This design comes from an exercise in tuning for small area on the open sky130 flow, not from production work.
The RTL was checked by simulation tests, not by an equivalence proof against the original design.
Power figures rest on the tool's default switching activity, not on a simulated workload.

// pacman_game
module pacman_game #(
  parameter int MAP_COLS  = 28,
  parameter int MAP_ROWS  = 36,
  parameter int TILE_PX   = 8,
  parameter int START_COL = 2,
  parameter int START_ROW = 1
) (
  input  wire logic            vga_pix_clk,
  input  wire logic            rst,
  input  wire game_pkg::beam_t beam,
  input  wire logic            btn_up,
  input  wire logic            btn_down,
  input  wire logic            btn_left,
  input  wire logic            btn_right,
  output game_pkg::rgb_t       rgb,
  output game_pkg::score_t     score,
  output game_pkg::tile_pos_t  pac_tile
);
Size in the first run: ~870 flip-flops, ~62 I/O pins.
export LEC_CHECK = 0
export CAP_MARGIN = 5
export CORE_MARGIN = 2
export CORE_UTILIZATION = 30
export SLEW_MARGIN = 5
export SYNTH_HIERARCHICAL = 1
export SYNTH_MINIMUM_KEEP_SIZE = 0
create_clock -name core_clock -period 10.0 [get_ports {vga_pix_clk}]
standard.sh (not shown) runs the stock make flow with config.mk's settings and CLKGATE_MAP_FILE= SYNTH_SCRIPT=/design/flow/synth_recipe.tcl, a recipe that flattens the netlist after the stock synthesis.
==> flow/flow/run.sh <==
#!/bin/bash
# Own layout flow: the standard flow (standard.sh, with the standard
# synthesis unchanged), except that clock tree synthesis inserts no dummy
# loads and builds the tree from clkbuf_8 cells, and the ports are buffered
# with the smallest buffer. make's output goes to standard_flow.log; each
# ORFS step keeps its own log under orfs/logs/.
set -euo pipefail
export CTS_ARGS="-sink_clustering_enable -repair_clock_nets -dont_use_dummy_load -buf_list {sky130_fd_sc_hd__clkbuf_8} -sink_clustering_size 16 -sink_clustering_max_diameter 80"
export BUFFER_PORTS_ARGS="-buffer_cell sky130_fd_sc_hd__buf_1"
bash standard.sh finish > standard_flow.log 2>&1
Next try:
--- a/flow/flow/run.sh
+++ b/flow/flow/run.sh
@@ -8 +8 @@
-export CTS_ARGS="-sink_clustering_enable -repair_clock_nets -dont_use_dummy_load -buf_list {sky130_fd_sc_hd__clkbuf_8} -sink_clustering_size 16 -sink_clustering_max_diameter 80"
+export CTS_ARGS="-sink_clustering_enable -repair_clock_nets -dont_use_dummy_load -buf_list {sky130_fd_sc_hd__clkbuf_8} -sink_clustering_size 24 -sink_clustering_max_diameter 50"
Non-clock buffer count does not change.
Clock skew rises by 0.012 ns.
Power rises by 5.2%.
Clock-buffer cell count rises by 27.
Cell area rises by 0.96%.
Area after synthesis stays the same.
First-iteration DRC count rises by 2.9%.
Final cell count rises by 0.50%.
Next try:
--- a/flow/flow/run.sh
+++ b/flow/flow/run.sh
@@ -4 +4 @@
-# loads and builds the tree from clkbuf_8 cells, and the ports are buffered
+# loads and builds the tree from clkbuf_4 cells, and the ports are buffered
@@ -8 +8 @@
-export CTS_ARGS="-sink_clustering_enable -repair_clock_nets -dont_use_dummy_load -buf_list {sky130_fd_sc_hd__clkbuf_8} -sink_clustering_size 24 -sink_clustering_max_diameter 50"
+export CTS_ARGS="-sink_clustering_enable -repair_clock_nets -dont_use_dummy_load -buf_list {sky130_fd_sc_hd__clkbuf_4} -sink_clustering_size 10 -sink_clustering_max_diameter 50"
- CAP_MARGIN: 5 -> 0
- SLEW_MARGIN: 5 -> 0
Outcome: The changed run finished with timing, DRC and antenna clean. Sequential share of layout area went up by 0.53 points. Setup slack improves by 0.13 ns. Area after synthesis does not change. First-iteration DRC count went down by 2.3%. Final area went down by 1.2%. Die area is unchanged. Non-clock buffer count went down by 1. Utilization went down by 0.39 points. Total power went down by 6.2%.
Next try:
--- a/flow/flow/run.sh
+++ b/flow/flow/run.sh
@@ -4 +4 @@
-# loads and builds the tree from clkbuf_4 cells, and the ports are buffered
+# loads and builds the tree from clkbuf_8 cells, and the ports are buffered
@@ -8 +8 @@
-export CTS_ARGS="-sink_clustering_enable -repair_clock_nets -dont_use_dummy_load -buf_list {sky130_fd_sc_hd__clkbuf_4} -sink_clustering_size 10 -sink_clustering_max_diameter 50"
+export CTS_ARGS="-sink_clustering_enable -repair_clock_nets -dont_use_dummy_load -buf_list {sky130_fd_sc_hd__clkbuf_8} -sink_clustering_size 16 -sink_clustering_max_diameter 80"
- CAP_MARGIN: 0 -> 5
- CORE_UTILIZATION: 30 -> 45
- SLEW_MARGIN: 0 -> 5
Outcome:
- The new run ran to the end with no violations
- cell area shrinks by 1.3%
- synthesized cell count is unchanged
- first-iteration DRC count climbs by about 10%
- setup slack is worse by 0.32 ns

re-timing with driven ports:
How much do the figures lean on ideal ports? The routed layouts below were timed once more, with nothing changed but the port constraints. Step 1 (the two cells are an assumption about what drives the block):
set clk [get_ports {vga_pix_clk}]
set_driving_cell -lib_cell sky130_fd_sc_hd__clkbuf_16 $clk
set_driving_cell -lib_cell sky130_fd_sc_hd__buf_2 [delete_from_list [all_inputs] $clk]
Step 2, shift: input delay + t, output delay - t, t = (earliest + latest rising clock arrival at the registers) / 2. This alone moves slack from input paths to output paths. a / b / c = no drivers / after step 1 / after step 2; a / b = the first two.
run | t (ns) | setup WS [ns] | worst hold slack (ns) | latest minus earliest clock arrival (ns)
the first run | 0.730 | 3.332 / 3.372 / 2.642 | 0.445 / 0.445 / 0.445 | 0.096 / 0.096
the second run | 0.775 | 3.329 / 3.372 / 2.597 | 0.441 / 0.441 / 0.441 | 0.098 / 0.098
the third run | 1.044 | 3.461 / 3.508 / 2.464 | 0.397 / 0.397 / 0.397 | 0.137 / 0.137
the fourth run | 0.799 | 3.144 / 3.183 / 2.383 | 0.467 / 0.467 / 0.467 | 0.053 / 0.053
After both steps setup and hold are still met in every run listed. The setup slack of the third run, which loses most, moves by +0.047 ns with the drivers and by -0.997 ns with both steps.
